What follows belongs to an exercise in optimizing a design on an open flow for a short achievable clock period and few clock cycles per item; a production flow would make more cautious choices.
The RTL was checked by simulation tests, not by an equivalence proof against the original design.
Power figures rest on the tool's default switching activity, not on a simulated workload.

--- flow/config.mk ---
export PLATFORM = sky130hd
export DESIGN_NAME = dns_relay_query_id_table_unit
export DESIGN_NICKNAME = dns_relay_query_id_table_unit
export VERILOG_FILES = /design/flow/design.v
export SDC_FILE = /design/flow/constraint.sdc
export NUM_CORES = 4
export LEC_CHECK = 0
export ABC_CLOCK_PERIOD_IN_PS = 2500
export CAP_MARGIN = 20
export CORE_MARGIN = 2
export CORE_UTILIZATION = 65
export CTS_CLUSTER_DIAMETER = 60
export CTS_CLUSTER_SIZE = 25
export SETUP_SLACK_MARGIN = 4.8
export SLEW_MARGIN = 20
--- flow/constraint.sdc ---
create_clock -name core_clock -period 7.5 [get_ports {aclk}]
set_input_delay 1.5000 -clock core_clock [delete_from_list [all_inputs] [get_ports {aclk}]]
set_output_delay 1.5000 -clock core_clock [all_outputs]
set_load 0.01 [all_outputs]
--- flow/design.v ---
package dnsr_pkg;
    localparam int ID_W    = 16;
    localparam int ADDR_W  = 32;
    localparam int PORT_W  = 16;
    localparam int TIME_W  = 32;
    localparam int AGE_W   = 16;
    localparam int LIMIT_W = 4;
    localparam int REM_W   = 4;
    localparam int unsigned AGE_SCALE_MS = 1000;
    localparam logic [AGE_W-1:0]   AGE_RESET   = 16'd60;
    localparam logic [LIMIT_W-1:0] LIMIT_RESET = 4'd5;
    localparam logic REG_AGE_SECONDS = 1'b0;
    localparam logic REG_KEEP_LIMIT  = 1'b1;
    typedef enum logic [1:0] {
        CMD_ADD   = 2'd0,
        CMD_FIND  = 2'd1,
        CMD_SWEEP = 2'd2
    } cmd_t;
    typedef enum logic [2:0] {
        STAT_ADDED      = 3'd0,
        STAT_RETRANS    = 3'd1,
        STAT_REPLY_HIT  = 3'd2,
        STAT_REPLY_MISS = 3'd3,
        STAT_SWEEP_DONE = 3'd4
    } status_t;
    typedef enum logic [1:0] {
        S_IDLE,
        S_SCAN,
        S_WRITE,
        S_DONE
    } state_t;
    typedef struct packed {
        logic [ID_W-1:0]   local_id;
        logic [ID_W-1:0]   client_id;
        logic [ADDR_W-1:0] addr;
        logic [PORT_W-1:0] port;
        logic [TIME_W-1:0] stamp;
    } entry_t;
endpackage
module dns_relay_query_id_table_unit #(
    parameter int TABLE_DEPTH = 8
) (
    input  logic        aclk,
    input  logic        aresetn,
    input  logic        s_tvalid,
    output logic        s_tready,
    input  logic [95:0] s_tdata,
    input  logic [1:0]  s_tuser,
    output logic        m_tvalid,
    input  logic        m_tready,
    output logic [71:0] m_tdata,
    output logic [2:0]  m_tuser,
    input  logic        cfg_wr_en,
    input  logic        cfg_index,
    input  logic [15:0] cfg_wdata
);
    localparam int N      = TABLE_DEPTH;
    localparam int IDX_W  = $clog2(N);
    localparam int LIM_W  = dnsr_pkg::LIMIT_W;
    localparam int RM_W   = dnsr_pkg::REM_W;
    localparam int CAP    = 6;
    localparam int OBUF_N = CAP;
    localparam int OB_W   = $clog2(OBUF_N);
    localparam int RES_W  = 3 + RM_W + 16 + 32 + 16;
    function automatic logic [IDX_W:0] therm_count(input logic [N-1:0] t);
        logic [IDX_W:0] c;
        c = '0;
        for (int n = 0; n < N; n++) begin
            if (t[n] && ((n == N - 1) || !t[n+1])) begin
                c = c | (IDX_W+1)'(n + 1);
            end
        end
        therm_count = c;
    endfunction
    function automatic logic [31:0] add32(input logic [31:0] a, input logic [31:0] b);
        logic [31:0] g, p, gg, pp, gn, pn;
        g  = a & b;
        p  = a ^ b;
        gg = g;
        pp = p;
        for (int l = 1; l < 32; l = l * 2) begin
            gn = gg;
            pn = pp;
            for (int i = l; i < 32; i++) begin
                gn[i] = gg[i] | (pp[i] & gg[i-l]);
                pn[i] = pp[i] & pp[i-l];
            end
            gg = gn;
            pp = pn;
        end
        add32 = p ^ {gg[30:0], 1'b0};
    endfunction
    function automatic logic less32(input logic [31:0] a, input logic [31:0] b);
        logic [31:0] lt, eq, ltn, eqn;
        lt = ~a & b;
        eq = ~(a ^ b);
        for (int w = 32; w > 1; w = w / 2) begin
            ltn = '0;
            eqn = '0;
            for (int i = 0; i < w / 2; i++) begin
                ltn[i] = lt[2*i+1] | (eq[2*i+1] & lt[2*i]);
                eqn[i] = eq[2*i+1] & eq[2*i];
            end
            lt = ltn;
            eq = eqn;
        end
        less32 = lt[0];
    endfunction
    localparam logic [31:0] NEG_AGE_RESET = 32'(0) - 32'(dnsr_pkg::AGE_RESET) *
                                            32'(dnsr_pkg::AGE_SCALE_MS);
    logic [31:0]  nage_s, nage_c;
    logic [N-1:0] keep_t;           
    logic [31:0]  w_na, w_a4, w_a3;
    assign w_na = ~(32'(cfg_wdata) << 10);
    assign w_a4 = 32'(cfg_wdata) << 4;
    assign w_a3 = 32'(cfg_wdata) << 3;
    always_ff @(posedge aclk) begin
        if (!aresetn) begin
            nage_s <= NEG_AGE_RESET;
            nage_c <= '0;
            for (int n = 0; n < N; n++) begin
                keep_t[n] <= LIM_W'(n) < dnsr_pkg::LIMIT_RESET;
            end
        end else if (cfg_wr_en) begin
            unique case (cfg_index)
                dnsr_pkg::REG_AGE_SECONDS: begin
                    nage_s <= w_na ^ w_a4 ^ w_a3;
                    nage_c <= {((w_na[30:0] & w_a4[30:0]) | (w_na[30:0] & w_a3[30:0]) |
                                (w_a4[30:0] & w_a3[30:0])), 1'b1};
                end
                dnsr_pkg::REG_KEEP_LIMIT: begin
                    for (int n = 0; n < N; n++) begin
                        keep_t[n] <= (LIM_W+1)'(n) < {1'b0, cfg_wdata[LIM_W-1:0]};
                    end
                end
            endcase
        end
    end
    logic           rdy_reg;
    logic [CAP-1:0] owed_t;        
    logic           in_res;
    logic           out_take;
    assign s_tready = rdy_reg;
    assign in_res   = s_tvalid && rdy_reg && (s_tuser != 2'd3);
    logic        a_vld;
    logic [1:0]  a_cmd;
    logic [15:0] a_qid;
    logic [31:0] a_addr;
    logic [15:0] a_port;
    logic [31:0] a_now;
    logic [31:0] a_cs, a_cc;      
    logic [31:0] in_now;
    assign in_now = s_tdata[95:64];
    always_ff @(posedge aclk) begin
        if (!aresetn) begin
            a_vld <= 1'b0;
        end else begin
            a_vld <= in_res;
        end
        a_cmd  <= s_tuser;
        a_qid  <= s_tdata[15:0];
        a_addr <= s_tdata[47:16];
        a_port <= s_tdata[63:48];
        a_now  <= in_now;
        a_cs   <= in_now ^ nage_s ^ nage_c;
        a_cc   <= {((in_now[30:0] & nage_s[30:0]) | (in_now[30:0] & nage_c[30:0]) |
                    (nage_s[30:0] & nage_c[30:0])), 1'b0};
    end
    logic        b_vld;
    logic [1:0]  b_cmd;
    logic [15:0] b_qid;
    logic [31:0] b_addr;
    logic [15:0] b_port;
    logic [31:0] b_now;
    logic [31:0] b_cutoff;
    always_ff @(posedge aclk) begin
        if (!aresetn) begin
            b_vld <= 1'b0;
        end else begin
            b_vld <= a_vld;
        end
        b_cmd    <= a_cmd;
        b_qid    <= a_qid;
        b_addr   <= a_addr;
        b_port   <= a_port;
        b_now    <= a_now;
        b_cutoff <= add32(a_cs, a_cc);
    end
    localparam int NP = N + 1;
    logic [15:0] t_cid   [NP];
    logic [31:0] t_addr  [NP];
    logic [15:0] t_port  [NP];
    logic [31:0] t_stamp [NP];
    logic [N-1:0] fill_t;       
    logic         p_head;       
    logic [15:0]  nid_reg;      
    logic [15:0]  nid_p1_reg;   
    logic [15:0]  nid_m1_reg;   
    logic [15-IDX_W:0] hm1_reg;   
    logic         last_add;     
    logic         last_shift;   
    logic         last_ins;     
    logic         p_we;         
    logic         sh_we;        
    logic         b_is_add;
    logic         p_head_next;
    assign b_is_add = b_vld && (b_cmd == dnsr_pkg::CMD_ADD);
    logic [NP-1:0] b_cid_m, b_lt;
    logic          b_hi0, b_hi1;
    logic [N-1:0]  b_lid_m;
    always_comb begin
        for (int e = 0; e < NP; e++) begin
            b_cid_m[e] = t_cid[e] == b_qid;
            b_lt[e]    = less32(t_stamp[e], b_cutoff);
        end
        b_hi0 = b_qid[15:IDX_W] == nid_m1_reg[15:IDX_W];
        b_hi1 = b_qid[15:IDX_W] == hm1_reg;
        for (int n = 0; n < N; n++) begin
            b_lid_m[n] = (b_qid[IDX_W-1:0] == IDX_W'(nid_m1_reg[IDX_W-1:0] - IDX_W'(n))) &&
                         ((IDX_W+1)'(n) <= {1'b0, nid_m1_reg[IDX_W-1:0]} ? b_hi0 : b_hi1);
        end
    end
    logic          c_vld;
    logic [1:0]    c_cmd;
    logic [15:0]   c_qid;
    logic [31:0]   c_addr;
    logic [15:0]   c_port;
    logic [31:0]   c_now;
    logic [NP-1:0] c_cid_m, c_lt;
    logic [N-1:0]  c_lid_m;
    logic          c_cid_f, c_lid_f, c_lt_f;
    always_ff @(posedge aclk) begin
        if (!aresetn) begin
            c_vld <= 1'b0;
        end else begin
            c_vld <= b_vld;
        end
        c_cmd   <= b_cmd;
        c_qid   <= b_qid;
        c_addr  <= b_addr;
        c_port  <= b_port;
        c_now   <= b_now;
        c_cid_m <= b_cid_m;
        c_lt    <= b_lt;
        c_lid_m <= b_lid_m;
        c_cid_f <= c_qid == b_qid;
        c_lid_f <= nid_reg == b_qid;
        c_lt_f  <= less32(c_now, b_cutoff);
    end
    logic          sel_lo, sel_hi, sel_flo, sel_fhi;
    logic [N-1:0]  cid_e, lt_e, lid_e;
    assign sel_lo  = last_add ? (last_shift && !p_head) : p_head;
    assign sel_hi  = !p_head && !(last_add && last_shift);
    assign sel_flo = last_add && last_shift && p_head;
    assign sel_fhi = last_add && !last_shift && p_head;
    function automatic logic [N-1:0] line_up(input logic [NP-1:0] m, input logic f,
                                             input logic s_lo, input logic s_hi,
                                             input logic s_flo, input logic s_fhi);
        line_up = ({N{s_lo}}  & m[N-1:0]) |
                  ({N{s_hi}}  & m[NP-1:1]) |
                  ({N{s_flo}} & {m[N-2:0], f}) |
                  ({N{s_fhi}} & {m[N-1:1], f});
    endfunction
    assign cid_e = line_up(c_cid_m, c_cid_f, sel_lo, sel_hi, sel_flo, sel_fhi);
    assign lt_e  = line_up(c_lt, c_lt_f, sel_lo, sel_hi, sel_flo, sel_fhi);
    assign lid_e = last_ins ? {c_lid_m[N-2:0], c_lid_f} : c_lid_m;
    logic          is_add, is_find, is_sweep;
    logic [N-1:0]  add_hv, find_hv, stay, kept;
    logic          add_hit, find_hit, ins;
    logic [N-1:0]  fill_next;
    logic [N-1:0]  hit_v;
    logic [NP-1:0] hit_p;
    logic [IDX_W-1:0] hit_n;
    assign is_add   = c_vld && (c_cmd == dnsr_pkg::CMD_ADD);
    assign is_find  = c_vld && (c_cmd == dnsr_pkg::CMD_FIND);
    assign is_sweep = c_vld && (c_cmd == dnsr_pkg::CMD_SWEEP);
    assign add_hv   = cid_e & fill_t;
    assign find_hv  = lid_e & fill_t;
    assign add_hit  = |add_hv;
    assign find_hit = |find_hv;
    assign ins      = is_add && !add_hit;
    assign stay = fill_t & ~lt_e & keep_t;
    always_comb begin
        kept[N-1] = stay[N-1];
        for (int n = N - 2; n >= 0; n--) begin
            kept[n] = kept[n+1] | stay[n];
        end
    end
    always_comb begin
        if (ins) begin
            fill_next = {fill_t[N-2:0], 1'b1};
        end else if (is_sweep) begin
            fill_next = kept;
        end else begin
            fill_next = fill_t;
        end
    end
    assign hit_v = (c_cmd == dnsr_pkg::CMD_FIND) ? find_hv : add_hv;
    assign hit_p = p_head ? {1'b0, hit_v} : {hit_v, 1'b0};
    always_comb begin
        hit_n = '0;
        for (int n = 0; n < N; n++) begin
            if (hit_v[n]) begin
                hit_n = hit_n | IDX_W'(n);
            end
        end
    end
    always_ff @(posedge aclk) begin
        if (!aresetn) begin
            fill_t     <= '0;
            p_head     <= 1'b0;
            nid_reg    <= '0;
            nid_p1_reg <= 16'd1;
            nid_m1_reg <= 16'hffff;
            hm1_reg    <= {(16-IDX_W){1'b1}} - 1'b1;
            last_add   <= 1'b0;
            last_shift <= 1'b0;
            last_ins   <= 1'b0;
            p_we       <= 1'b0;
            sh_we      <= 1'b0;
        end else begin
            fill_t     <= fill_next;
            last_add   <= is_add;
            last_shift <= is_add && p_head;
            last_ins   <= ins;
            p_head     <= p_head_next;
            p_we       <= b_is_add;
            sh_we      <= b_is_add && p_head_next;
            if (ins) begin
                nid_reg    <= nid_p1_reg;
                nid_p1_reg <= nid_p1_reg + 1'b1;
                nid_m1_reg <= nid_reg;
                hm1_reg    <= nid_reg[15:IDX_W] - 1'b1;
            end
        end
    end
    assign p_head_next = is_add ? !add_hit : p_head;
    always_ff @(posedge aclk) begin
        if (p_we) begin
            t_cid[0]   <= c_qid;
            t_addr[0]  <= c_addr;
            t_port[0]  <= c_port;
            t_stamp[0] <= c_now;
        end
        if (sh_we) begin
            for (int e = 1; e < NP; e++) begin
                t_cid[e]   <= t_cid[e-1];
                t_addr[e]  <= t_addr[e-1];
                t_port[e]  <= t_port[e-1];
                t_stamp[e] <= t_stamp[e-1];
            end
        end
    end
    logic            d_vld;
    logic [2:0]      d_status;
    logic            d_find_hit;
    logic [NP-1:0]   d_hit_p;
    logic [12:0]     d_id_hi, d_id_hi_m1;
    logic [IDX_W-1:0] d_id_lo;
    logic [IDX_W-1:0] d_id_sub;
    logic [N-1:0]    d_rm_a, d_rm_b;
    always_ff @(posedge aclk) begin
        if (!aresetn) begin
            d_vld <= 1'b0;
        end else begin
            d_vld <= c_vld;
        end
        d_find_hit <= is_find && find_hit;
        d_hit_p    <= is_find ? hit_p : '0;
        d_id_sub   <= '0;
        d_rm_a     <= '0;
        d_rm_b     <= '0;
        if (!is_add) begin
            d_id_hi    <= '0;
            d_id_hi_m1 <= '0;
            d_id_lo    <= '0;
        end else if (!add_hit) begin
            d_id_hi    <= nid_reg[15:IDX_W];
            d_id_hi_m1 <= nid_reg[15:IDX_W];
            d_id_lo    <= nid_reg[IDX_W-1:0];
        end else begin
            d_id_hi    <= nid_m1_reg[15:IDX_W];
            d_id_hi_m1 <= hm1_reg;
            d_id_lo    <= nid_m1_reg[IDX_W-1:0];
        end
        if (is_add) begin
            if (add_hit) begin
                d_status <= dnsr_pkg::STAT_RETRANS;
                d_id_sub <= hit_n;
            end else begin
                d_status <= dnsr_pkg::STAT_ADDED;
                d_rm_a   <= N'(fill_t[N-1]);
            end
        end else if (is_find) begin
            d_status <= find_hit ? dnsr_pkg::STAT_REPLY_HIT : dnsr_pkg::STAT_REPLY_MISS;
        end else begin
            d_status <= dnsr_pkg::STAT_SWEEP_DONE;
            d_rm_a   <= fill_t;
            d_rm_b   <= kept;
        end
    end
    logic [15:0]     r_cid, r_port, r_id;
    logic [31:0]     r_addr;
    logic [IDX_W:0]  r_lo;
    logic [RM_W-1:0] r_rm;
    logic [RES_W-1:0] d_res;
    always_comb begin
        r_cid  = '0;
        r_addr = '0;
        r_port = '0;
        for (int e = 0; e < NP; e++) begin
            r_cid  = r_cid  | (t_cid[e]  & {16{d_hit_p[e]}});
            r_addr = r_addr | (t_addr[e] & {32{d_hit_p[e]}});
            r_port = r_port | (t_port[e] & {16{d_hit_p[e]}});
        end
        r_lo = {1'b0, d_id_lo} - {1'b0, d_id_sub};
        if (d_find_hit) begin
            r_id = r_cid;
        end else begin
            r_id = {r_lo[IDX_W] ? d_id_hi_m1 : d_id_hi, r_lo[IDX_W-1:0]};
        end
        r_rm = RM_W'(therm_count(d_rm_a)) - RM_W'(therm_count(d_rm_b));
    end
    assign d_res = {d_status, r_rm, r_port, r_addr, r_id};
    logic [RES_W-1:0] ob_mem [OBUF_N];
    logic [OB_W-1:0]  ob_rd, ob_wr, ob_shown;
    logic             ob_any;
    logic [OBUF_N-1:0] ob_t;        
    logic             out_vld;
    logic [RES_W-1:0] out_res, out_new;
    logic             out_load, out_next;
    function automatic logic [OB_W-1:0] ob_inc(input logic [OB_W-1:0] p);
        ob_inc = (p == OB_W'(OBUF_N - 1)) ? '0 : p + 1'b1;
    endfunction
    assign ob_any   = ob_t[0];
    assign out_take = out_vld && m_tready;
    assign out_load = !out_vld || m_tready;
    assign out_next = out_load && (ob_any || d_vld);
    assign out_new  = ob_any ? ob_mem[ob_rd] : d_res;
    always_ff @(posedge aclk) begin
        if (!aresetn) begin
            out_vld <= 1'b0;
            ob_rd   <= '0;
            ob_wr   <= '0;
            ob_shown <= '0;
            ob_t    <= '0;
        end else begin
            if (out_load) begin
                out_vld <= ob_any || d_vld;
            end
            if (out_next) begin
                ob_rd    <= ob_inc(ob_rd);
                ob_shown <= ob_rd;
            end
            if (d_vld) begin
                ob_wr <= ob_inc(ob_wr);
            end
            if (d_vld && !out_next) begin
                ob_t <= {ob_t[OBUF_N-2:0], 1'b1};
            end else if (out_next && !d_vld && ob_any) begin
                ob_t <= {1'b0, ob_t[OBUF_N-1:1]};
            end
        end
    end
    always_ff @(posedge aclk) begin
        out_res <= out_load ? out_new : ob_mem[ob_shown];
        if (d_vld) begin
            ob_mem[ob_wr] <= d_res;
        end
    end
    logic [CAP-1:0] owed_next;
    always_comb begin
        if (in_res && !out_take) begin
            owed_next = {owed_t[CAP-2:0], 1'b1};
        end else if (out_take && !in_res) begin
            owed_next = {1'b0, owed_t[CAP-1:1]};
        end else begin
            owed_next = owed_t;
        end
    end
    always_ff @(posedge aclk) begin
        if (!aresetn) begin
            owed_t  <= '0;
            rdy_reg <= 1'b1;
        end else begin
            owed_t  <= owed_next;
            rdy_reg <= !owed_next[CAP-1];
        end
    end
    assign m_tvalid = out_vld;
    assign m_tuser  = out_res[RES_W-1 -: 3];
    assign m_tdata  = {4'b0, out_res[RES_W-4:0]};
endmodule
--- flow/flow/run.sh ---
#!/bin/bash
# Standard layout, with one hook after global placement that moves the
# registers driving output ports next to their port buffers.
set -euo pipefail
export POST_GLOBAL_PLACE_TCL="$PWD/flow/move_out_flops.tcl"
bash standard.sh finish "POST_GLOBAL_PLACE_TCL=$POST_GLOBAL_PLACE_TCL" > make_finish.log 2>&1
--- flow/flow/move_out_flops.tcl ---
# After global placement: move each register that drives only an output
# port's buffer next to that buffer, so the register's output wire is short.
# Detailed placement legalizes the moved registers afterwards.
set block [ord::get_db_block]
set moved 0
foreach bt [$block getBTerms] {
  if {[$bt getIoType] != "OUTPUT"} { continue }
  set net [$bt getNet]
  if {$net == "NULL"} { continue }
  set buf ""
  foreach it [$net getITerms] {
    if {[$it isOutputSignal]} { set buf [$it getInst] }
  }
  if {$buf == ""} { continue }
  set innet ""
  foreach it [$buf getITerms] {
    if {[$it isInputSignal]} { set innet [$it getNet] }
  }
  if {$innet == "" || $innet == "NULL"} { continue }
  set drv ""
  set nload 0
  foreach it [$innet getITerms] {
    if {[$it isOutputSignal]} { set drv [$it getInst] } else { incr nload }
  }
  if {$drv == "" || $nload != 1} { continue }
  if {![[$drv getMaster] isSequential]} { continue }
  set loc [$buf getLocation]
  $drv setLocation [lindex $loc 0] [lindex $loc 1]
  incr moved
}
puts "move_out_flops: moved $moved registers next to their output buffers"
--- flow/standard.sh ---
#!/bin/bash
# synth_recipe.tcl (not shown) runs the flow's synth.tcl, then flattens the netlist and writes it again
# the make line also repeats each setting of config.mk as NAME=value (left out here)
make -C /OpenROAD-flow-scripts/flow DESIGN_CONFIG=/design/flow/config.mk WORK_HOME=/design/flow/orfs CLKGATE_MAP_FILE= SYNTH_SCRIPT=/design/flow/synth_recipe.tcl "${@:-finish}"
==> key figures, run 1 <==
Route
  – Wire length per cell: 24.8 um
  – Vias/cell: between 6 and 7
  – Via count: 48200
  – Starting DRC count in detailed routing: 5610
  – Iteration count of the initial detailed-routing pass: 9
  – Post-DRT Antenna Nets: 0
  – DRC Markers: 0
  – Post-Route WL: 189 mm

Floorplanning
  – Num rows: around 130
  – DIE AREA: 127000 sq um
  – Starting density of the core: roughly 65%
  – Core Area: 123000 sq um
  – Overall die height: 356 um
  – I/O pin cnt: around 200
  – Die Wd: 356 um

Synth
  – Prevailing post-synth register cell: edfxtp_1
  – Synthesized area per cell: 14.1 sq um
  – Post-synthesis async set-or-reset flop share: 0%
  – Register area share after synthesis: 65.5%
  – Number of synthesized flops with an enable pin: 1290
  – Ys Warns: 7
  – Syn Std Cell Area: 80700 sq um
  – Number of library cell types mapped by synthesis: 70
  – #FFs+latches synth: between 1500 and 2000
  – Synth Instances: 5729

Placement
  – DPL Wire Length: between 100 and 150 mm
  – PortBufs: ~190

Finish
  – Largest Register: ob_mem
  – Nets: 6402
  – Layout area overhead: 12.0%
  – Layout cells sized above 1: 12.8%
  – Flip-flop count of the largest register after layout: around 430
  – Largest regs: ob_mem x426, t_addr x288, t_stamp x288
  – Number of fillers in the final layout: 7954

Worst setup path
  – Crit-path cells: buf_6
  – Critical path class: reg2out
  – Delay of the slowest critical-path stage: 0.40 ns
  – Arr. time, crit path: 1.27 ns
  – Cell family with most CP delay: flip-flops
  – Startpoint Class: flop
  – Setup crit end kind: output pin
  – Required @ worst endpoint: 6.00 ns
  – CP max FO: 2
  – CP max stage cell: dfxtp_4
  – CP bufs+invs: 1

Global route
  – Initial antenna violation count: 8
  – Largest net degree at the start of global routing: 177
  – Vias in the first global route: about 47000
  – Global-route wire length before repair: 283 mm
  – Grt ovf: 0
  – GRT Util Overall: 29.6%

Timing
  – Hold_ws: 0.320 ns
  – Layout Skew: 0.0356 ns
  – Pins over their slew limit: 0
  – TNS Setup: 0 ns
  – Worst Max-Slew Pin Slew: 1.15 ns
  – Final setup violation count: 0
  – Slew HR: 23.2%
  – RSZ-0062 raised after global routing: yes
  – Minimum clock period: 2.77 ns
  – Fmax: 361 MHz
  – Final Cycle Share: a little under two fifths
  – Count of final hold-check violations: 0

Power
  – Pwr dens: 247 nW/um^2
  – Switching Fraction: 25.0%
  – Peak VDD IR: 0.256 mV
  – Clk pwr share: 35.6%
  – Comb power frac: 9.7%
  – Power share of the sequential group: ~55%
  – Int Pwr: between 0.015 and 0.02 W
  – Static Leak: 32.6 nW
  – Psw: ~0.0056 W

Clocking
  – TritonCTS Buffers: 140
  – H-tree levels: 4
  – Deepest clock path buffer count: 3
  – Skew-Pair Late Insertion Delay: approximately 0.79 ns
  – Worst-path clk slew: 0.07 ns
  – CTS Sinks: 1992
  – Hold buffers post-CTS: 0
  – CTS tree: done
  – CTS root buf: clkbuf_16

Run
  – Max-cap viol count: 0

Status
  – Status: timing/DRC/antenna clean

Worst hold path
  – HP Class: reg2reg
==> routing by layer <==
metal	GRT usage (%)	part of all wire, %	wire [um]	vias up
met5	0	0.014	27	-
met4	7.92	2.2	4100	4
met3	7.53	10	19100	289
met2	44.5	45	84200	2110
met1	43.5	43	81500	24000
li1	-	-	-	21800
==> cell usage in the layout, fill, tap and decap left out, types with 150 or more instances in the layout <==
cell,netlist,layout
edfxtp_1,1290,1290
nand2_1,225,222
a21oi_1,224,213
mux2i_1,230,227
xnor2_1,237,235
a211oi_1,165,163
clkbuf_16,0,150
dfxtp_1,702,611
inv_1,386,383
ha_1,381,378
nor2_1,258,257
==> what timing repair did <==
action	in CTS	in global routing
setup buffers	12	24
cloned	6	5
endpoints found under the hold margin	0	0
setup endpoints to repair	683	629
pin swaps	12	27
gates resized for setup	491	114
==> through the flow <==
step | std cells | util [%] | worst slack [ns] | instance area [sq um] | total power (W)
floorplan | 5732 | - | 1.53 | 80800 | 0.0137
global placement | 7319 | 68.1 | 3.73 | 84100 | 0.0144
detailed placement | 7320 | 68.1 | 3.46 | 84100 | 0.0145
CTS | 7589 | 72.5 | 4.69 | 89500 | 0.0224
global route | 7618 | 73.1 | 4.70 | 90300 | 0.0232
finish | 7624 | 73.1 | 4.73 | 90300 | 0.0223
==> kinds of logic after synthesis <==
family / after synthesis / synth area share (%)
flops: 1992 / 65.5
compound gates: 1112 / 9.58
simple gates: 878 / 5.18
buf+inv: 685 / 3.25
fa+ha+maj: 410 / 6.63
mux: 385 / 7.00
xor+xnor: 266 / 2.89
other cells: 1 / 0.00465
==> area by class of cell <==
class	instances	area [sq um]	area share, %
Sequential cell	1992	53000	58.6
Multi-Input combinational cell	3058	26000	28.8
Clock buffer	160	3760	4.16
Timing Repair Buffer	292	3040	3.36
Tap cell	1637	2050	2.27
Inverter	388	1460	1.62
Clock inverter	91	990	1.10
Antenna cell	6	15.0	0.0166
==> worst paths after layout <==
| path | end | startpoint | depth (start not counted) | slack (ns) |
|---|---|---|---|---|
| setup / recovery | m_tvalid | out_vld | 1 | 4.73 |
| hold / removal | c_now[1] | b_now[1] | 0 | 0.32 |
| setup reg to reg | out_res[20] | d_hit_p[8] | 6 | 4.85 |
| hold reg to reg | c_now[1] | b_now[1] | 0 | 0.32 |
==> power by group through the flow <==
stage | Combinational, W | Clock [W] | Sequential (W)
2_1_floorplan | 0.00145 | 0 | 0.0122
3_3_place_gp | 0.00197 | 0 | 0.0124
3_5_place_dp | 0.00205 | 0 | 0.0125
4_1_cts | 0.00212 | 0.00808 | 0.0122
5_1_grt | 0.00246 | 0.00849 | 0.0123
6_report | 0.00217 | 0.00795 | 0.0122
==> cell usage after synthesis (all sizes together), types with 73 or more instances <==
cell type  instances  area [sq um]
nand3            117           591
mux2i            231          2320
o21ai            166           831
o211ai            73           548
mux4             142          3200
clkbuf           212           796
nand4            104           651
xnor2            237          2080
a21o             120           901
edfxtp          1290         38700
dfxtp            702         14100
nand2            226           851
ha               381          4770
buf               85           373
a21oi            224          1120
a22oi            128           961
a211oi           165          1240
inv              386          1450
nor2             258           968
Testbench counts, summed over its fixed seeds: cycles 2,440, items 2,400.
==> run 2: changes to the inputs <==
--- a/flow/design.v
+++ b/flow/design.v
@@ -91,9 +91,9 @@
         add32 = p ^ {gg[30:0], 1'b0};
     endfunction
-    function automatic logic less32(input logic [31:0] a, input logic [31:0] b);
-        logic [31:0] lt, eq, ltn, eqn;
+    function automatic logic [1:0] less16(input logic [15:0] a, input logic [15:0] b);
+        logic [15:0] lt, eq, ltn, eqn;
         lt = ~a & b;
         eq = ~(a ^ b);
-        for (int w = 32; w > 1; w = w / 2) begin
+        for (int w = 16; w > 1; w = w / 2) begin
             ltn = '0;
             eqn = '0;
@@ -105,5 +105,5 @@
             eq = eqn;
         end
-        less32 = lt[0];
+        less16 = {lt[0], eq[0]};
     endfunction
     localparam logic [31:0] NEG_AGE_RESET = 32'(0) - 32'(dnsr_pkg::AGE_RESET) *
@@ -137,10 +137,11 @@
         end
     end
-    logic           rdy_reg;
+    logic           rdy_reg;       
+    logic           busy_reg;      
     logic [CAP-1:0] owed_t;        
     logic           in_res;
     logic           out_take;
     assign s_tready = rdy_reg;
-    assign in_res   = s_tvalid && rdy_reg && (s_tuser != 2'd3);
+    assign in_res   = s_tvalid && !busy_reg && (s_tuser != 2'd3);
     logic        a_vld;
     logic [1:0]  a_cmd;
@@ -206,5 +207,5 @@
     logic         p_head_next;
     assign b_is_add = b_vld && (b_cmd == dnsr_pkg::CMD_ADD);
-    logic [NP-1:0] b_cid_m, b_lt;
+    logic [NP-1:0] b_cid_m, b_lt_hi, b_eq_hi, b_lt_lo;
     logic          b_hi0, b_hi1;
     logic [N-1:0]  b_lid_m;
@@ -212,5 +213,6 @@
         for (int e = 0; e < NP; e++) begin
             b_cid_m[e] = t_cid[e] == b_qid;
-            b_lt[e]    = less32(t_stamp[e], b_cutoff);
+            {b_lt_hi[e], b_eq_hi[e]} = less16(t_stamp[e][31:16], b_cutoff[31:16]);
+            b_lt_lo[e] = less16(t_stamp[e][15:0], b_cutoff[15:0]) >> 1;
         end
         b_hi0 = b_qid[15:IDX_W] == nid_m1_reg[15:IDX_W];
@@ -227,7 +229,8 @@
     logic [15:0]   c_port;
     logic [31:0]   c_now;
-    logic [NP-1:0] c_cid_m, c_lt;
+    logic [NP-1:0] c_cid_m, c_lt, c_lt_hi, c_eq_hi, c_lt_lo;
     logic [N-1:0]  c_lid_m;
     logic          c_cid_f, c_lid_f, c_lt_f;
+    logic          c_lt_hi_f, c_eq_hi_f, c_lt_lo_f;
     always_ff @(posedge aclk) begin
         if (!aresetn) begin
@@ -242,12 +245,17 @@
         c_now   <= b_now;
         c_cid_m <= b_cid_m;
-        c_lt    <= b_lt;
+        c_lt_hi <= b_lt_hi;
+        c_eq_hi <= b_eq_hi;
+        c_lt_lo <= b_lt_lo;
         c_lid_m <= b_lid_m;
         c_cid_f <= c_qid == b_qid;
         c_lid_f <= nid_reg == b_qid;
-        c_lt_f  <= less32(c_now, b_cutoff);
+        {c_lt_hi_f, c_eq_hi_f} <= less16(c_now[31:16], b_cutoff[31:16]);
+        c_lt_lo_f <= less16(c_now[15:0], b_cutoff[15:0]) >> 1;
     end
     logic          sel_lo, sel_hi, sel_flo, sel_fhi;
     logic [N-1:0]  cid_e, lt_e, lid_e;
+    assign c_lt   = c_lt_hi | (c_eq_hi & c_lt_lo);
+    assign c_lt_f = c_lt_hi_f | (c_eq_hi_f & c_lt_lo_f);
     assign sel_lo  = last_add ? (last_shift && !p_head) : p_head;
     assign sel_hi  = !p_head && !(last_add && last_shift);
@@ -424,8 +432,12 @@
     assign d_res = {d_status, r_rm, r_port, r_addr, r_id};
     logic [RES_W-1:0] ob_mem [OBUF_N];
-    logic [OB_W-1:0]  ob_rd, ob_wr, ob_shown;
+    logic [OB_W-1:0]  ob_rd, ob_shown;
+    logic [OBUF_N-1:0] ob_wr_oh;    
+    logic [OBUF_N-1:0] ob_we;       
+    logic [OBUF_N-1:0] ob_wr_oh_next;
     logic             ob_any;
     logic [OBUF_N-1:0] ob_t;        
-    logic             out_vld;
+    logic             out_vld;      
+    logic             out_none;     
     logic [RES_W-1:0] out_res, out_new;
     logic             out_load, out_next;
@@ -434,18 +446,22 @@
     endfunction
     assign ob_any   = ob_t[0];
-    assign out_take = out_vld && m_tready;
-    assign out_load = !out_vld || m_tready;
+    assign ob_wr_oh_next = d_vld ? {ob_wr_oh[OBUF_N-2:0], ob_wr_oh[OBUF_N-1]} : ob_wr_oh;
+    assign out_take = !out_none && m_tready;
+    assign out_load = out_none || m_tready;
     assign out_next = out_load && (ob_any || d_vld);
     assign out_new  = ob_any ? ob_mem[ob_rd] : d_res;
     always_ff @(posedge aclk) begin
         if (!aresetn) begin
-            out_vld <= 1'b0;
+            out_vld  <= 1'b0;
+            out_none <= 1'b1;
             ob_rd   <= '0;
-            ob_wr   <= '0;
+            ob_wr_oh <= OBUF_N'(1);
+            ob_we    <= '0;
             ob_shown <= '0;
             ob_t    <= '0;
         end else begin
             if (out_load) begin
-                out_vld <= ob_any || d_vld;
+                out_vld  <= ob_any || d_vld;
+                out_none <= !(ob_any || d_vld);
             end
             if (out_next) begin
@@ -453,7 +469,6 @@
                 ob_shown <= ob_rd;
             end
-            if (d_vld) begin
-                ob_wr <= ob_inc(ob_wr);
-            end
+            ob_wr_oh <= ob_wr_oh_next;
+            ob_we    <= c_vld ? ob_wr_oh_next : '0;
             if (d_vld && !out_next) begin
                 ob_t <= {ob_t[OBUF_N-2:0], 1'b1};
@@ -465,6 +480,8 @@
     always_ff @(posedge aclk) begin
         out_res <= out_load ? out_new : ob_mem[ob_shown];
-        if (d_vld) begin
-            ob_mem[ob_wr] <= d_res;
+        for (int i = 0; i < OBUF_N; i++) begin
+            if (ob_we[i]) begin
+                ob_mem[i] <= d_res;
+            end
         end
     end
@@ -482,8 +499,10 @@
         if (!aresetn) begin
             owed_t  <= '0;
-            rdy_reg <= 1'b1;
+            rdy_reg  <= 1'b1;
+            busy_reg <= 1'b0;
         end else begin
             owed_t  <= owed_next;
-            rdy_reg <= !owed_next[CAP-1];
+            rdy_reg  <= !owed_next[CAP-1];
+            busy_reg <= owed_next[CAP-1];
         end
     end
--- a/flow/config.mk
+++ b/flow/config.mk
@@ -11,5 +11,5 @@
 export CORE_UTILIZATION = 65
 export CTS_CLUSTER_DIAMETER = 60
-export CTS_CLUSTER_SIZE = 25
-export SETUP_SLACK_MARGIN = 4.8
+export CTS_CLUSTER_SIZE = 40
+export SETUP_SLACK_MARGIN = 5
 export SLEW_MARGIN = 20
==> run 2 against run 1 <==
Synthesized cell count is 9.5% higher; via count up 10%; critical endpoint is now m_tdata[9]; still clean; core utilization increased by 0.98 points; final area up 1.7%; global-route usage increased by 2.7 points; critical path depth stayed put; critical path type unchanged; largest power group unchanged; hold slack better by 0.0022 ns; die area rose by 0.88%.
==> key figures, run 2 <==
Clocking
  – Worst-path clk slew: ~0.11 ns
  – Deepest clock path buffer count: 3
  – CTS Sinks: 2016
  – TritonCTS Buffers: 138
  – Skew-Pair Late Insertion Delay: roughly 0.8 ns
  – CTS root buf: clkbuf_16
  – Hold buffers post-CTS: 0
  – CTS tree: done
  – H-tree levels: 4

Route
  – Wire length per cell: 25.7 um
  – DRC Markers: 0
  – Vias/cell: 6.49
  – Post-DRT Antenna Nets: 0
  – Via count: ~53000
  – Post-Route WL: 210 mm
  – Iteration count of the initial detailed-routing pass: 9
  – WL met3: about 24 mm
  – Starting DRC count in detailed routing: 7828
  – Metal-1 WL: around 87 mm
  – Top layer in use: met5
  – WL met2: 92.5 mm

Worst setup path
  – Reg-to-reg slack, setup: about 5.0 ns
  – Cell family with most CP delay: flip-flops
  – Setup crit end kind: output pin
  – R2r startpoint: d_hit_p[2]
  – R2R Path End: out_res[6]
  – CP max FO: 1
  – CP max stage cell: dfxtp_2
  – CP bufs+invs: 1
  – Delay of the slowest critical-path stage: 0.36 ns
  – Critical path class: reg2out
  – Arr. time, crit path: 1.27 ns
  – Reg2reg path depth: 7
  – Required @ worst endpoint: 6.00 ns
  – Startpoint Class: flop
  – Crit-path cells: buf_6

Worst hold path
  – Min-Delay Path Depth: 0
  – Hold_sp: a_addr[2]
  – HP Class: reg2reg
  – Min-Delay Endpoint: b_addr[2]

Timing
  – Final Worst Setup Slack: 4.73 ns
  – Layout Skew: 0.0391 ns
  – Count of final hold-check violations: 0
  – RSZ-0062 raised after global routing: yes
  – TNS Setup: 0 ns
  – Final setup violation count: 0
  – Pins over their slew limit: 0
  – Worst Max-Slew Pin Slew: 1.15 ns
  – Slew HR: 23.4%
  – Fmax: around 360 MHz
  – Final Cycle Share: 36.9%
  – Minimum clock period: 2.77 ns

Synth
  – Synthesized area per cell: roughly 13 sq um
  – Post-synth top area share: 47.6%
  – Syn Std Cell Area: roughly 80000 sq um
  – Number of synthesized flops with an enable pin: 1290
  – Cells taking the most area after synthesis: edfxtp_1 48%, dfxtp_1 18%, ha_1 5.9%
  – List of most frequent post-synthesis cells: 1290 x edfxtp_1, 726 x dfxtp_1, 389 x a21oi_1
  – Post-synthesis async set-or-reset flop share: 0%
  – Top-count cell post-synth: edfxtp_1
  – Synth Instances: 6274
  – Prevailing post-synth register cell: edfxtp_1
  – Number of library cell types mapped by synthesis: roughly 70
  – #FFs+latches synth: 2016
  – Ys Warns: 8
  – Register area share after synthesis: 65.5%
  – Cell type with the largest total area after synthesis: edfxtp_1

Global route
  – Initial antenna violation count: 13
  – Largest net degree at the start of global routing: 146
  – Grt ovf: 0
  – Global-route wire length before repair: 310 mm
  – GRT Util Overall: approximately a third
  – Vias in the first global route: 51500

Finish
  – Most common cell after layout, fill and taps aside: edfxtp_1
  – Fin area: slightly above 90000 sq um
  – Largest Register: ob_mem
  – Flip-flop count of the largest register after layout: 426
  – Layout area overhead: 12.9%
  – Seq. cell area: between 50000 and 60000 sq um
  – Multi-input logic area: roughly 26000 sq um
  – Commonest cells after routing, fill and taps aside: 1290 x edfxtp_1, 630 x dfxtp_1, 379 x inv_1
  – Nets: 6962
  – Largest regs: ob_mem x426, t_addr x288, t_stamp x288
  – Number of fillers in the final layout: 8008
  – Layout cells sized above 1: 11.3%

Placement
  – PortBufs: 192
  – Post-place instance area: 84800 sq um
  – Place WS: 3.68 ns
  – DPL Wire Length: 130 mm

Status
  – Status: timing/DRC/antenna clean

Power
  – Total power: roughly 0.023 W
  – Peak VDD IR: around 0.30 mV
  – Pwr dens: 249 nW/um^2
  – Static Leak: roughly 34 nW

Floorplanning
  – Starting density of the core: 65.6%
  – Core Area: 124000 sq um
  – Num rows: about 130
  – DIE AREA: 128000 sq um
  – Die Wd: between 300 and 400 um
  – Overall die height: 358 um
  – I/O pin cnt: 197

Run
  – Max-cap viol count: 0
[run 2: changes by cell type after synthesis, moves of 54 or more]
cell and change:
o21ai_0 +114, nand2_1 +89, a22o_1 +54, a21o_1 -58, nor2_1 +90, a211oi_1 -80
o22ai_1 +88, a221oi_1 +74, a21oi_1 +165, mux4_2 -142
[run 2: routing by layer]
metal | vias to the layer above | track usage, %
met5 | - | 0
met4 | 2 | 10.9
met3 | 442 | 7.62
met2 | 2996 | 48.7
met1 | 26000 | 46.5
li1 | 23700 | -
[run 2: worst max path at each step]
| stage | startpoint | end | depth (start not counted) | slack (ns) |
|---|---|---|---|---|
| finish | out_res[9] | m_tdata[9] | 1 | 4.73 |
| floorplan | sh_we | t_addr[1][0] | 0 | 1.53 |
| global placement | m_tready | ob_rd[2] | 7 | 3.74 |
| detailed placement | m_tready | ob_rd[2] | 7 | 3.68 |
| global route | out_res[9] | m_tdata[9] | 1 | 4.70 |
| CTS | out_res[9] | m_tdata[9] | 1 | 4.68 |
[run 2: kinds of logic (layout without fill, tap and decap cells)]
logic type | after synthesis | count (layout) | share of synthesized area [%]
adder cells (fa/ha/maj) | 411 | 411 | 6.59
buffers and inverters | 730 | 985 | 3.49
XOR/XNOR | 261 | 261 | 2.81
other | 1 | 8 | 0.00461
multiplexers | 204 | 204 | 2.52
flip-flops | 2016 | 2016 | 65.5
AO/OA/AOI/OAI | 1553 | 1553 | 12.8
AND/OR/NAND/NOR | 1098 | 1106 | 6.31
[run 2: through the flow]
step                util [%]  hold WS (ns)  cells
finish                  74.1         0.322   8181
global route            74.1         0.332   8177
CTS                     73.3         0.328   8142
detailed placement      68.4         0.312   7851
global placement        68.4         0.310   7851
floorplan                  -         0.310   6277
[run 2: repair_timing]
action                     in CTS  in global routing
setup endpoints to repair     722                366
resized for setup             531                164
pin swaps                      23                 34
setup buffers                  34                 26
cloned                          8                  9
[run 2: final cells by class]
type | count | share of cell area [%]
Multi-Input combinational cell | 3539 | 28.5
Inverter | 390 | 1.62
Tap cell | 1637 | 2.23
Timing Repair Buffer | 346 | 3.94
Clock inverter | 93 | 1.46
Sequential cell | 2016 | 58.2
Clock buffer | 156 | 4.06
Antenna cell | 4 | 0.0109
[run 2: power by group]
| part | switching [W] | internal [W] | leakage [nW] |
|---|---|---|---|
| Clock | 0.00424 | 0.00417 | 2.45 |
| Sequential | 0.000472 | 0.0119 | 18.0 |
| Combinational | 0.00109 | 0.000942 | 13.2 |
Testbench counts of run 2, summed over its fixed seeds: cycles 2,440, items 2,400.
==> run 3: changes to the inputs <==
--- a/flow/config.mk
+++ b/flow/config.mk
@@ -11,5 +11,5 @@
 export CORE_UTILIZATION = 65
 export CTS_CLUSTER_DIAMETER = 60
-export CTS_CLUSTER_SIZE = 40
+export CTS_CLUSTER_SIZE = 25
 export SETUP_SLACK_MARGIN = 5
 export SLEW_MARGIN = 20
==> run 3 against run 2 <==
Still clean; fmax up 0.83%; global-route usage fell by 0.056 points; clock power fell by 3.7%; via count about the same; first-iteration DRC count is 0.65% lower; synthesized cell count unchanged; hold slack got worse by 0.0027 ns; die area is the same; non-clock buffer count fell by 1; wire length shrank 0.27%; sequential power is essentially flat; area after synthesis unchanged; critical path type unchanged; largest cell class unchanged.
==> key figures, run 3 <==
Floorplanning
  – Num rows: approximately 130
  – Core Area: 124000 sq um
  – Die Wd: ~360 um
  – I/O pin cnt: 197
  – DIE AREA: about 130000 sq um
  – Starting density of the core: 65.6%
  – Overall die height: 358 um

Worst setup path
  – CP max stage cell: dfxtp_2
  – Arr. time, crit path: 1.24 ns
  – Startpoint Class: flop
  – Required @ worst endpoint: around 6.0 ns
  – Delay of the slowest critical-path stage: 0.35 ns
  – Crit-path cells: buf_6
  – CP max FO: 1
  – CP bufs+invs: 1
  – Setup crit end kind: output pin
  – Cell family with most CP delay: flip-flops
  – Critical path class: reg2out

Status
  – Status: timing/DRC/antenna clean

Clocking
  – Skew-Pair Late Insertion Delay: 0.80 ns
  – CTS root buf: clkbuf_16
  – CTS tree: done
  – Worst-path clk slew: 0.09 ns
  – Deepest clock path buffer count: 3
  – CTS Sinks: 2016
  – TritonCTS Buffers: roughly 140
  – H-tree levels: 4

Finish
  – Flip-flop count of the largest register after layout: 426
  – Nets: approximately 7000
  – Largest regs: ob_mem x426, t_addr x288, t_stamp x288
  – Fin area: 91600 sq um
  – Commonest cells after routing, fill and taps aside: 1290 x edfxtp_1, 630 x dfxtp_1, 378 x inv_1
  – Layout area overhead: 12.6%
  – Layout cells sized above 1: 11.1%
  – Largest Register: ob_mem
  – Most common cell after layout, fill and taps aside: edfxtp_1

Power
  – Power share of the sequential group: 55.1%
  – Int Pwr: about 0.017 W
  – Static Leak: approximately 34 nW
  – Clk pwr share: 35.9%
  – Pwr dens: 246 nW/um^2
  – Comb power frac: approximately 9.0%
  – Switching Fraction: 24.9%
  – Peak VDD IR: 0.302 mV
  – Psw: 0.00561 W

Global route
  – Vias in the first global route: approximately 51000
  – GRT Util Overall: 32.2%
  – Largest net degree at the start of global routing: 146
  – Global-route wire length before repair: 310 mm
  – Initial antenna violation count: 14
  – Grt ovf: 0

Timing
  – Worst Max-Slew Pin Slew: 1.11 ns
  – Final setup violation count: 0
  – Minimum clock period: 2.74 ns
  – Final Worst Setup Slack: 4.76 ns
  – Count of final hold-check violations: 0
  – RSZ-0062 raised after global routing: yes
  – Final Cycle Share: 36.6%
  – Layout Skew: 0.0283 ns
  – Slew HR: 26.1%
  – Fmax: 364 MHz
  – Pins over their slew limit: 0
  – TNS Setup: 0 ns

Synth
  – Synth Instances: approximately 6300
  – Post-synthesis async set-or-reset flop share: 0%
  – Top-count cell post-synth: edfxtp_1
  – Register area share after synthesis: between 60% and 70%
  – Number of library cell types mapped by synthesis: 72
  – #FFs+latches synth: 2016
  – List of most frequent post-synthesis cells: 1290 x edfxtp_1, 726 x dfxtp_1, 389 x a21oi_1
  – Synthesized area per cell: 13.0 sq um
  – Syn Std Cell Area: 81400 sq um
  – Prevailing post-synth register cell: edfxtp_1
  – Cell type with the largest total area after synthesis: edfxtp_1
  – Cells taking the most area after synthesis: edfxtp_1 48%, dfxtp_1 18%, ha_1 5.9%
  – Ys Warns: 8
  – Number of synthesized flops with an enable pin: approximately 1300
  – Post-synth top area share: roughly 48%

Route
  – DRC Markers: 0
  – Starting DRC count in detailed routing: 7777
  – Via count: 53100
  – Post-Route WL: ~210 mm
  – Vias/cell: 6.49
  – Iteration count of the initial detailed-routing pass: 11
  – Post-DRT Antenna Nets: 0
  – Wire length per cell: ~26 um

Worst hold path
  – HP Class: reg2reg

Run
  – Max-cap viol count: 0

Placement
  – PortBufs: approximately 190
  – DPL Wire Length: between 100 and 150 mm
  – Place WS: 3.68 ns
  – Post-place instance area: 84800 sq um
==> run 3: cell counts after synthesis <==
No cell type changed its count.
==> run 3: worst paths after layout <==
path	start	end	slack (ns)	depth (start not counted)
worst min-delay path	a_addr[2]	b_addr[2]	0.32	0
worst max register to register	ob_shown[2]	out_res[32]	4.97	6
worst min register to register	a_addr[2]	b_addr[2]	0.32	0
worst max-delay path	out_res[9]	m_tdata[9]	4.76	1
==> run 3: timing repair <==
item	CTS	global route
cloned	8	9
hold buffers	0	0
gates resized for setup	528	176
endpoints found under the setup margin	720	289
pin swaps	23	34
setup buffers	34	25
==> run 3: per-stage QoR <==
stage          total power (W)  instances  hold WS [ns]  utilization [%]
3_3_place_gp            0.0145       7851         0.310             68.4
6_report                0.0225       8179         0.319             73.9
2_1_floorplan           0.0138       6277         0.310                -
4_1_cts                 0.0226       8142         0.327             73.1
5_1_grt                 0.0234       8176         0.335             73.9
3_5_place_dp            0.0146       7851         0.312             68.4
==> run 3: cell type report <==
| type | count | area (sq um) |
|---|---|---|
| sequential | 2016 | 53400 |
| fill | 8049 | 32300 |
| multi-input combinational | 3539 | 26200 |
| clock buffer | 166 | 3760 |
| timing repair buffer | 345 | 3630 |
| tap | 1637 | 2050 |
| inverter | 390 | 1490 |
| clock inverter | 83 | 1040 |
| antenna | 3 | 7.51 |
==> run 3: logic make-up (layout without fill, tap and decap cells) <==
kind of cell    count (synthesis)  in the layout  share of synthesized area (%)
fa+ha+maj                     411            411                           6.59
mux                           204            204                           2.52
buf+inv                       730            984                           3.49
flops                        2016           2016                           65.5
xor+xnor                      261            261                           2.81
simple gates                 1098           1106                           6.31
other cells                     1              7                        0.00461
compound gates               1553           1553                           12.8
==> run 3: power groups by stage <==
| stage | clock (W) | combinational, W | sequential [W] |
|---|---|---|---|
| after global placement | 0 | 0.00184 | 0.0126 |
| after global routing | 0.00862 | 0.00234 | 0.0125 |
| after CTS | 0.00820 | 0.00200 | 0.0124 |
| final | 0.00810 | 0.00203 | 0.0124 |
| after detailed placement | 0 | 0.00193 | 0.0126 |
| after floorplan | 0 | 0.00137 | 0.0124 |
==> run 3: per-layer routing <==
metal	global-route usage, %	wire length (um)	up-vias
li1	-	-	23700
met1	46.7	86100	25900
met2	48.7	92200	3013
met3	7.28	24400	466
met4	10.7	6910	0
met5	0	0	-
==> run 4: changes to the inputs <==
--- a/flow/config.mk
+++ b/flow/config.mk
@@ -10,6 +10,6 @@
 export CORE_MARGIN = 2
 export CORE_UTILIZATION = 65
-export CTS_CLUSTER_DIAMETER = 60
-export CTS_CLUSTER_SIZE = 25
+export CTS_CLUSTER_DIAMETER = 40
+export CTS_CLUSTER_SIZE = 16
 export SETUP_SLACK_MARGIN = 5
 export SLEW_MARGIN = 20
==> run 4 against run 3 <==
Largest power group unchanged; power increased by 13%; first-iteration DRC count decreased by 2.7%; still clean; critical path depth unchanged; wire length increased by 2.0%; global-route usage increased by 0.45 points; flip-flop and latch count unchanged; combinational power about the same; clock-buffer cell count increased by 85; sequential power about the same; cell count increased by 2.0%; register-to-register slack about the same; area after synthesis unchanged; highest routed layer unchanged.
==> key figures, run 4 <==
Status
  – Status: timing/DRC/antenna clean

Synth
  – Cells taking the most area after synthesis: edfxtp_1 48%, dfxtp_1 18%, ha_1 5.9%
  – Post-synth top area share: between 40% and 50%
  – Synthesized area per cell: 13.0 sq um
  – Ys Warns: 8
  – Number of library cell types mapped by synthesis: 72
  – Prevailing post-synth register cell: edfxtp_1
  – Post-synthesis async set-or-reset flop share: 0%
  – Synth Instances: 6274
  – Number of synthesized flops with an enable pin: approximately 1300
  – #FFs+latches synth: 2016
  – List of most frequent post-synthesis cells: 1290 x edfxtp_1, 726 x dfxtp_1, 389 x a21oi_1
  – Cell type with the largest total area after synthesis: edfxtp_1
  – Syn Std Cell Area: 81400 sq um
  – Register area share after synthesis: 65.5%
  – Top-count cell post-synth: edfxtp_1

Worst setup path
  – CP max FO: 1
  – CP bufs+invs: 1
  – Crit-path cells: buf_6
  – Required @ worst endpoint: 6.00 ns
  – CP max stage cell: dfxtp_2
  – Arr. time, crit path: 1.30 ns
  – Setup crit end kind: output pin
  – Delay of the slowest critical-path stage: between 0.3 and 0.4 ns
  – Critical path class: reg2out
  – Cell family with most CP delay: flip-flops
  – Startpoint Class: flop

Timing
  – Final setup violation count: 0
  – Layout Skew: 0.0339 ns
  – Count of final hold-check violations: 0
  – Final Cycle Share: between 30% and 40%
  – Minimum clock period: 2.80 ns
  – Pins over their slew limit: 0
  – Worst Max-Slew Pin Slew: approximately 1.1 ns
  – Hold_ws: around 0.32 ns
  – Slew HR: approximately 25%
  – RSZ-0062 raised after global routing: yes
  – Fmax: between 300 and 400 MHz
  – TNS Setup: 0 ns

Power
  – Peak VDD IR: 0.366 mV
  – Static Leak: 35.0 nW
  – Total power: about 0.026 W
  – Pwr dens: 270 nW/um^2

Finish
  – Commonest cells after routing, fill and taps aside: 1290 x edfxtp_1, 628 x dfxtp_1, 378 x inv_1
  – Number of fillers in the final layout: 7689
  – Nets: 7046
  – Layout cells sized above 1: 13.4%
  – Core Util, Final: 76.2%
  – Layout area overhead: 16.2%
  – Flip-flop count of the largest register after layout: 426
  – N_diodes: 0
  – Largest regs: ob_mem x426, t_addr x288, t_stamp x288
  – Most common cell after layout, fill and taps aside: edfxtp_1
  – Largest Register: ob_mem

Floorplanning
  – DIE AREA: 128000 sq um
  – Num rows: 129
  – Core Area: 124000 sq um
  – Overall die height: 358 um
  – I/O pin cnt: 197
  – Starting density of the core: 65.6%
  – Die Wd: 358 um

Placement
  – PortBufs: 192
  – DPL Wire Length: between 100 and 150 mm

Clocking
  – TritonCTS Buffers: about 210
  – CTS tree: done
  – Worst-path clk slew: 0.07 ns
  – H-tree levels: 4
  – Hold buffers post-CTS: 0
  – CTS Sinks: 2016
  – Skew-Pair Late Insertion Delay: 0.85 ns
  – CTS root buf: clkbuf_16
  – Deepest clock path buffer count: 3

Route
  – Post-DRT Antenna Nets: 0
  – DRC Markers: 0
  – Post-Route WL: 214 mm
  – Vias/cell: 6.47
  – Starting DRC count in detailed routing: about 7600
  – Wire length per cell: 25.6 um
  – Iteration count of the initial detailed-routing pass: 7
  – Via count: 54000

Global route
  – Vias in the first global route: 52700
  – GRT Util Overall: 32.7%
  – Global-route wire length before repair: roughly 310 mm
  – Grt ovf: 0
  – Largest net degree at the start of global routing: 146
  – Initial antenna violation count: 9

Run
  – Max-cap viol count: 0

Worst hold path
  – HP Class: reg2reg
run 4: power breakdown:
group | switching [W] | internal [W]
Combinational | 0.00109 | 0.000945
Sequential | 0.000473 | 0.0120
Clock | 0.00476 | 0.00630
run 4: path summary, 6_finish.rpt:
path,start,cells past startpoint,slack [ns],end
worst max-delay path,out_res[9],1,4.70,m_tdata[9]
worst min-delay path,b_port[5],0,0.32,c_port[5]
worst max register to register,a_cs[2],12,4.96,b_cutoff[30]
worst min register to register,b_port[5],0,0.32,c_port[5]
run 4: routing by layer:
metal  routed length, um  GRT usage (%)
met5                   0              0
met4                7350           12.2
met3               24800           7.93
met2               94500           49.4
met1               87200           46.4
run 4: timing repair:
item | CTS | global route
buffers inserted | 36 | 33
gates resized for setup | 532 | 186
gates cloned | 8 | 9
endpoints found under the setup margin | 697 | 367
pin swaps | 23 | 38
run 4: through the flow:
step,area (sq um),setup slack (ns),cells
2_1_floorplan,81400,1.53,6277
3_3_place_gp,84800,3.74,7851
3_5_place_dp,84800,3.68,7851
4_1_cts,93400,4.65,8303
5_1_grt,94500,4.67,8345
6_report,94500,4.70,8345
run 4: cell type report:
class | instances | area [sq um] | area share, %
multi-input combinational | 3538 | 26300 | 27.8
sequential | 2016 | 53400 | 56.5
inverter | 390 | 1490 | 1.57
tap | 1637 | 2050 | 2.17
timing repair buffer | 356 | 3740 | 3.96
clock inverter | 157 | 1810 | 1.91
clock buffer | 251 | 5740 | 6.07
run 4: cell families after synthesis:
group	count (synthesis)	synth area share (%)
AO/OA/AOI/OAI	1553	12.8
XOR/XNOR	261	2.81
adder cells (fa/ha/maj)	411	6.59
buffers and inverters	730	3.49
flip-flops	2016	65.5
multiplexers	204	2.52
other	1	0.00461
AND/OR/NAND/NOR	1098	6.31
==> run 5: changes to the inputs <==
--- a/flow/design.v
+++ b/flow/design.v
@@ -59,5 +59,5 @@
     localparam int LIM_W  = dnsr_pkg::LIMIT_W;
     localparam int RM_W   = dnsr_pkg::REM_W;
-    localparam int CAP    = 6;
+    localparam int CAP    = 5;
     localparam int OBUF_N = CAP;
     localparam int OB_W   = $clog2(OBUF_N);
@@ -73,37 +73,30 @@
         therm_count = c;
     endfunction
-    function automatic logic [31:0] add32(input logic [31:0] a, input logic [31:0] b);
-        logic [31:0] g, p, gg, pp, gn, pn;
-        g  = a & b;
-        p  = a ^ b;
-        gg = g;
-        pp = p;
-        for (int l = 1; l < 32; l = l * 2) begin
-            gn = gg;
-            pn = pp;
-            for (int i = l; i < 32; i++) begin
-                gn[i] = gg[i] | (pp[i] & gg[i-l]);
-                pn[i] = pp[i] & pp[i-l];
-            end
-            gg = gn;
-            pp = pn;
-        end
-        add32 = p ^ {gg[30:0], 1'b0};
-    endfunction
-    function automatic logic [1:0] less16(input logic [15:0] a, input logic [15:0] b);
-        logic [15:0] lt, eq, ltn, eqn;
-        lt = ~a & b;
-        eq = ~(a ^ b);
-        for (int w = 16; w > 1; w = w / 2) begin
-            ltn = '0;
-            eqn = '0;
+    function automatic logic carry32(input logic [31:0] a, input logic [31:0] b);
+        logic [31:0] g, p, gn, pn;
+        g = a & b;
+        p = a | b;
+        for (int w = 32; w > 1; w = w / 2) begin
+            gn = '0;
+            pn = '0;
             for (int i = 0; i < w / 2; i++) begin
-                ltn[i] = lt[2*i+1] | (eq[2*i+1] & lt[2*i]);
-                eqn[i] = eq[2*i+1] & eq[2*i];
+                gn[i] = g[2*i+1] | (p[2*i+1] & g[2*i]);
+                pn[i] = p[2*i+1] & p[2*i];
             end
-            lt = ltn;
-            eq = eqn;
+            g = gn;
+            p = pn;
         end
-        less16 = {lt[0], eq[0]};
+        carry32 = g[0];
+    endfunction
+    function automatic logic stamp_lt(input logic [31:0] stamp, input logic [31:0] cs,
+                                      input logic [31:0] cc, input logic k);
+        logic [31:0] ns, s2, c2;
+        logic        c2_top, c32;
+        ns     = ~stamp;
+        s2     = cs ^ cc ^ ns;
+        c2     = {((cs[30:0] & cc[30:0]) | (cs[30:0] & ns[30:0]) | (cc[30:0] & ns[30:0])), 1'b0};
+        c2_top = (cs[31] & cc[31]) | (cs[31] & ns[31]) | (cc[31] & ns[31]);
+        c32    = carry32(s2, c2);
+        stamp_lt = k ? (c2_top & c32) : (c2_top | c32);
     endfunction
     localparam logic [31:0] NEG_AGE_RESET = 32'(0) - 32'(dnsr_pkg::AGE_RESET) *
@@ -144,28 +137,4 @@
     assign s_tready = rdy_reg;
     assign in_res   = s_tvalid && !busy_reg && (s_tuser != 2'd3);
-    logic        a_vld;
-    logic [1:0]  a_cmd;
-    logic [15:0] a_qid;
-    logic [31:0] a_addr;
-    logic [15:0] a_port;
-    logic [31:0] a_now;
-    logic [31:0] a_cs, a_cc;      
-    logic [31:0] in_now;
-    assign in_now = s_tdata[95:64];
-    always_ff @(posedge aclk) begin
-        if (!aresetn) begin
-            a_vld <= 1'b0;
-        end else begin
-            a_vld <= in_res;
-        end
-        a_cmd  <= s_tuser;
-        a_qid  <= s_tdata[15:0];
-        a_addr <= s_tdata[47:16];
-        a_port <= s_tdata[63:48];
-        a_now  <= in_now;
-        a_cs   <= in_now ^ nage_s ^ nage_c;
-        a_cc   <= {((in_now[30:0] & nage_s[30:0]) | (in_now[30:0] & nage_c[30:0]) |
-                    (nage_s[30:0] & nage_c[30:0])), 1'b0};
-    end
     logic        b_vld;
     logic [1:0]  b_cmd;
@@ -174,17 +143,23 @@
     logic [15:0] b_port;
     logic [31:0] b_now;
-    logic [31:0] b_cutoff;
+    logic [31:0] b_cs, b_cc;
+    logic        b_k;          
+    logic [31:0] in_now;
+    assign in_now = s_tdata[95:64];
+    assign b_k    = carry32(b_cs, b_cc);
     always_ff @(posedge aclk) begin
         if (!aresetn) begin
             b_vld <= 1'b0;
         end else begin
-            b_vld <= a_vld;
+            b_vld <= in_res;
         end
-        b_cmd    <= a_cmd;
-        b_qid    <= a_qid;
-        b_addr   <= a_addr;
-        b_port   <= a_port;
-        b_now    <= a_now;
-        b_cutoff <= add32(a_cs, a_cc);
+        b_cmd  <= s_tuser;
+        b_qid  <= s_tdata[15:0];
+        b_addr <= s_tdata[47:16];
+        b_port <= s_tdata[63:48];
+        b_now  <= in_now;
+        b_cs   <= in_now ^ nage_s ^ nage_c;
+        b_cc   <= {((in_now[30:0] & nage_s[30:0]) | (in_now[30:0] & nage_c[30:0]) |
+                    (nage_s[30:0] & nage_c[30:0])), 1'b0};
     end
     localparam int NP = N + 1;
@@ -207,5 +182,5 @@
     logic         p_head_next;
     assign b_is_add = b_vld && (b_cmd == dnsr_pkg::CMD_ADD);
-    logic [NP-1:0] b_cid_m, b_lt_hi, b_eq_hi, b_lt_lo;
+    logic [NP-1:0] b_cid_m, b_lt;
     logic          b_hi0, b_hi1;
     logic [N-1:0]  b_lid_m;
@@ -213,6 +188,5 @@
         for (int e = 0; e < NP; e++) begin
             b_cid_m[e] = t_cid[e] == b_qid;
-            {b_lt_hi[e], b_eq_hi[e]} = less16(t_stamp[e][31:16], b_cutoff[31:16]);
-            b_lt_lo[e] = less16(t_stamp[e][15:0], b_cutoff[15:0]) >> 1;
+            b_lt[e]    = stamp_lt(t_stamp[e], b_cs, b_cc, b_k);
         end
         b_hi0 = b_qid[15:IDX_W] == nid_m1_reg[15:IDX_W];
@@ -229,8 +203,7 @@
     logic [15:0]   c_port;
     logic [31:0]   c_now;
-    logic [NP-1:0] c_cid_m, c_lt, c_lt_hi, c_eq_hi, c_lt_lo;
+    logic [NP-1:0] c_cid_m, c_lt;
     logic [N-1:0]  c_lid_m;
     logic          c_cid_f, c_lid_f, c_lt_f;
-    logic          c_lt_hi_f, c_eq_hi_f, c_lt_lo_f;
     always_ff @(posedge aclk) begin
         if (!aresetn) begin
@@ -245,17 +218,12 @@
         c_now   <= b_now;
         c_cid_m <= b_cid_m;
-        c_lt_hi <= b_lt_hi;
-        c_eq_hi <= b_eq_hi;
-        c_lt_lo <= b_lt_lo;
+        c_lt    <= b_lt;
         c_lid_m <= b_lid_m;
         c_cid_f <= c_qid == b_qid;
         c_lid_f <= nid_reg == b_qid;
-        {c_lt_hi_f, c_eq_hi_f} <= less16(c_now[31:16], b_cutoff[31:16]);
-        c_lt_lo_f <= less16(c_now[15:0], b_cutoff[15:0]) >> 1;
+        c_lt_f  <= stamp_lt(c_now, b_cs, b_cc, b_k);
     end
     logic          sel_lo, sel_hi, sel_flo, sel_fhi;
     logic [N-1:0]  cid_e, lt_e, lid_e;
-    assign c_lt   = c_lt_hi | (c_eq_hi & c_lt_lo);
-    assign c_lt_f = c_lt_hi_f | (c_eq_hi_f & c_lt_lo_f);
     assign sel_lo  = last_add ? (last_shift && !p_head) : p_head;
     assign sel_hi  = !p_head && !(last_add && last_shift);
--- a/flow/config.mk
+++ b/flow/config.mk
@@ -9,7 +9,7 @@
 export CAP_MARGIN = 20
 export CORE_MARGIN = 2
-export CORE_UTILIZATION = 65
-export CTS_CLUSTER_DIAMETER = 40
-export CTS_CLUSTER_SIZE = 16
+export CORE_UTILIZATION = 70
+export CTS_CLUSTER_DIAMETER = 60
+export CTS_CLUSTER_SIZE = 25
 export SETUP_SLACK_MARGIN = 5
 export SLEW_MARGIN = 20
==> run 5 against run 4 <==
Combinational power increased by 25%; power down 19%; clock skew up 0.0051 ns; first-iteration DRC count is 5.2% higher; area after synthesis down 4.5%; fmax decreased by 13%; sequential share of layout area decreased by 2.8 points; largest cell class unchanged.
==> key figures, run 5 <==
Status
  – Status: timing/DRC/antenna clean

Finish
  – Multi-input logic area: between 20000 and 30000 sq um
  – Layout area overhead: 15.7%
  – Seq. cell area: 48400 sq um
  – Final non-filler cell total: 7767
  – Largest Register: ob_mem
  – Number of fillers in the final layout: 5900
  – Layout cells sized above 1: about 17%

Synth
  – #FFs+latches synth: 1790
  – Register area share after synthesis: 61.8%
  – Number of library cell types mapped by synthesis: 83
  – Compound-Gate Fraction of Synth Area: 12.7%
  – Number of synthesized flops with an enable pin: 1219
  – Cell type with the largest total area after synthesis: edfxtp_1
  – Synth Instances: 5853
  – Prevailing post-synth register cell: edfxtp_1
  – Top-count cell post-synth: edfxtp_1

Worst hold path
  – HP Class: reg2reg
  – Hold_sp: b_addr[15]
  – Min-Delay Path Depth: 0
  – Min-Delay Endpoint: c_addr[15]

Timing
  – Layout Skew: 0.0390 ns
  – Worst Max-Slew Pin Slew: 1.15 ns
  – Final Worst Setup Slack: 4.28 ns
  – TNS Setup: 0 ns

Placement
  – PortBufs: 192

Worst setup path
  – R2R Path End: c_lt[6]
  – Reg-to-reg slack, setup: 4.28 ns
  – CP max FO: 2
  – Reg2reg path depth: 10
  – Arr. time, crit path: 3.83 ns
  – R2r startpoint: t_stamp[6][2]
  – Required @ worst endpoint: 8.11 ns

Clocking
  – Deepest clock path buffer count: 3
  – CTS tree: done
  – CTS root buf: clkbuf_16

Route
  – Vias/cell: 6.82
  – Wire length per cell: around 28 um
  – Post-Route WL: 216 mm

Global route
  – Global-route wire length before repair: 309 mm
  – GRT Util Overall: 36.3%
  – Vias in the first global route: ~51000

Power
  – Comb power frac: 12.4%
  – Peak VDD IR: approximately 0.24 mV
  – Clk pwr share: between 30% and 40%
  – Int Pwr: between 0.015 and 0.02 W

Floorplanning
  – Starting density of the core: 70.4%
  – I/O pin cnt: 197

Run
  – Max-cap viol count: 0
[run 5: cell types whose count changed after synthesis, moves of 147 or more]
cell and change:
dfxtp_1 -155, fa_1 +309, ha_1 -275, o21ai_0 -157
a22oi_1 +147, a21oi_1 -223
[run 5: repair_timing]
item | 4_1_cts | 5_1_grt
gates resized for setup | 649 | 287
cloned | 17 | 21
endpoints found under the setup margin | 607 | 361
pin swaps | 76 | 122
buffers inserted | 129 | 76
[run 5: worst max path at each step]
stage / endpoint / start / cells past startpoint
2_1_floorplan: t_addr[1][0] / sh_we / 0
4_1_cts: c_lt[8] / b_cs[1] / 10
5_1_grt: c_lt[6] / t_stamp[6][2] / 10
3_3_place_gp: c_lt[8] / b_cs[30] / 10
6_report: c_lt[6] / t_stamp[6][2] / 10
3_5_place_dp: out_res[18] / m_tready / 4
[run 5: power groups by stage]
stage                     Clock (W)  Sequential [W]  Combinational [W]
after floorplan                   0          0.0110            0.00141
after global placement            0          0.0111            0.00189
after detailed placement          0          0.0111            0.00199
after CTS                   0.00725          0.0109            0.00232
after global routing        0.00762          0.0109            0.00278
final                       0.00722          0.0108            0.00256
[run 5: cell type report]
| cell class | instances | share of cell area, % |
|---|---|---|
| flip-flops and latches | 1790 | 53.8 |
| repair buffers | 468 | 5.43 |
| clock buffers | 139 | 3.56 |
| inverters | 473 | 2.03 |
| multi-input cells | 3319 | 31.9 |
| repair inverters | 1 | 0.00834 |
| clock inverters | 86 | 1.22 |
| well taps | 1488 | 2.07 |
| diodes | 3 | 0.00834 |
[run 5: logic make-up (layout without fill, tap and decap cells)]
kind of cell,after synthesis,in the layout
flip-flops,1790,1790
adder cells (fa/ha/maj),507,507
AO/OA/AOI/OAI,1354,1354
buffers and inverters,765,1167
XOR/XNOR,236,236
AND/OR/NAND/NOR,1108,1126
other,1,7
multiplexers,92,92
[run 5: metal layers]
metal,part of all wire (%),global-route usage (%),wire length (um)
met5,0.025,0,53
met1,39,52.9,83100
met4,3.5,12.2,7490
met2,45,54.9,97900
met3,13,7.89,27200
[run 5: stage by stage]
step / util [%] / cell area [sq um] / hold slack, ns / total power, W
CTS: 79.6 / 87800 / 0.327 / 0.0204
global placement: 73.5 / 81200 / 0.310 / 0.0130
finish: 81.5 / 90000 / 0.327 / 0.0206
floorplan: - / 78000 / 0.310 / 0.0124
detailed placement: 73.6 / 81200 / 0.312 / 0.0131
global route: 81.5 / 90000 / 0.334 / 0.0213
[run 5: critical path: stages (launching register included)]
cell and delay [ns]:
edfxtp_1 0.43, inv_2 0.09, fa_1 0.45, nor2_2 0.18
o211ai_1 0.10, maj3_2 0.33, a222oi_1 0.53, o41ai_4 0.17
a211oi_2 0.36, o21ai_2 0.10, maj3_2 0.34
Testbench counts of run 5, summed over its fixed seeds: cycles 2,432, items 2,400.
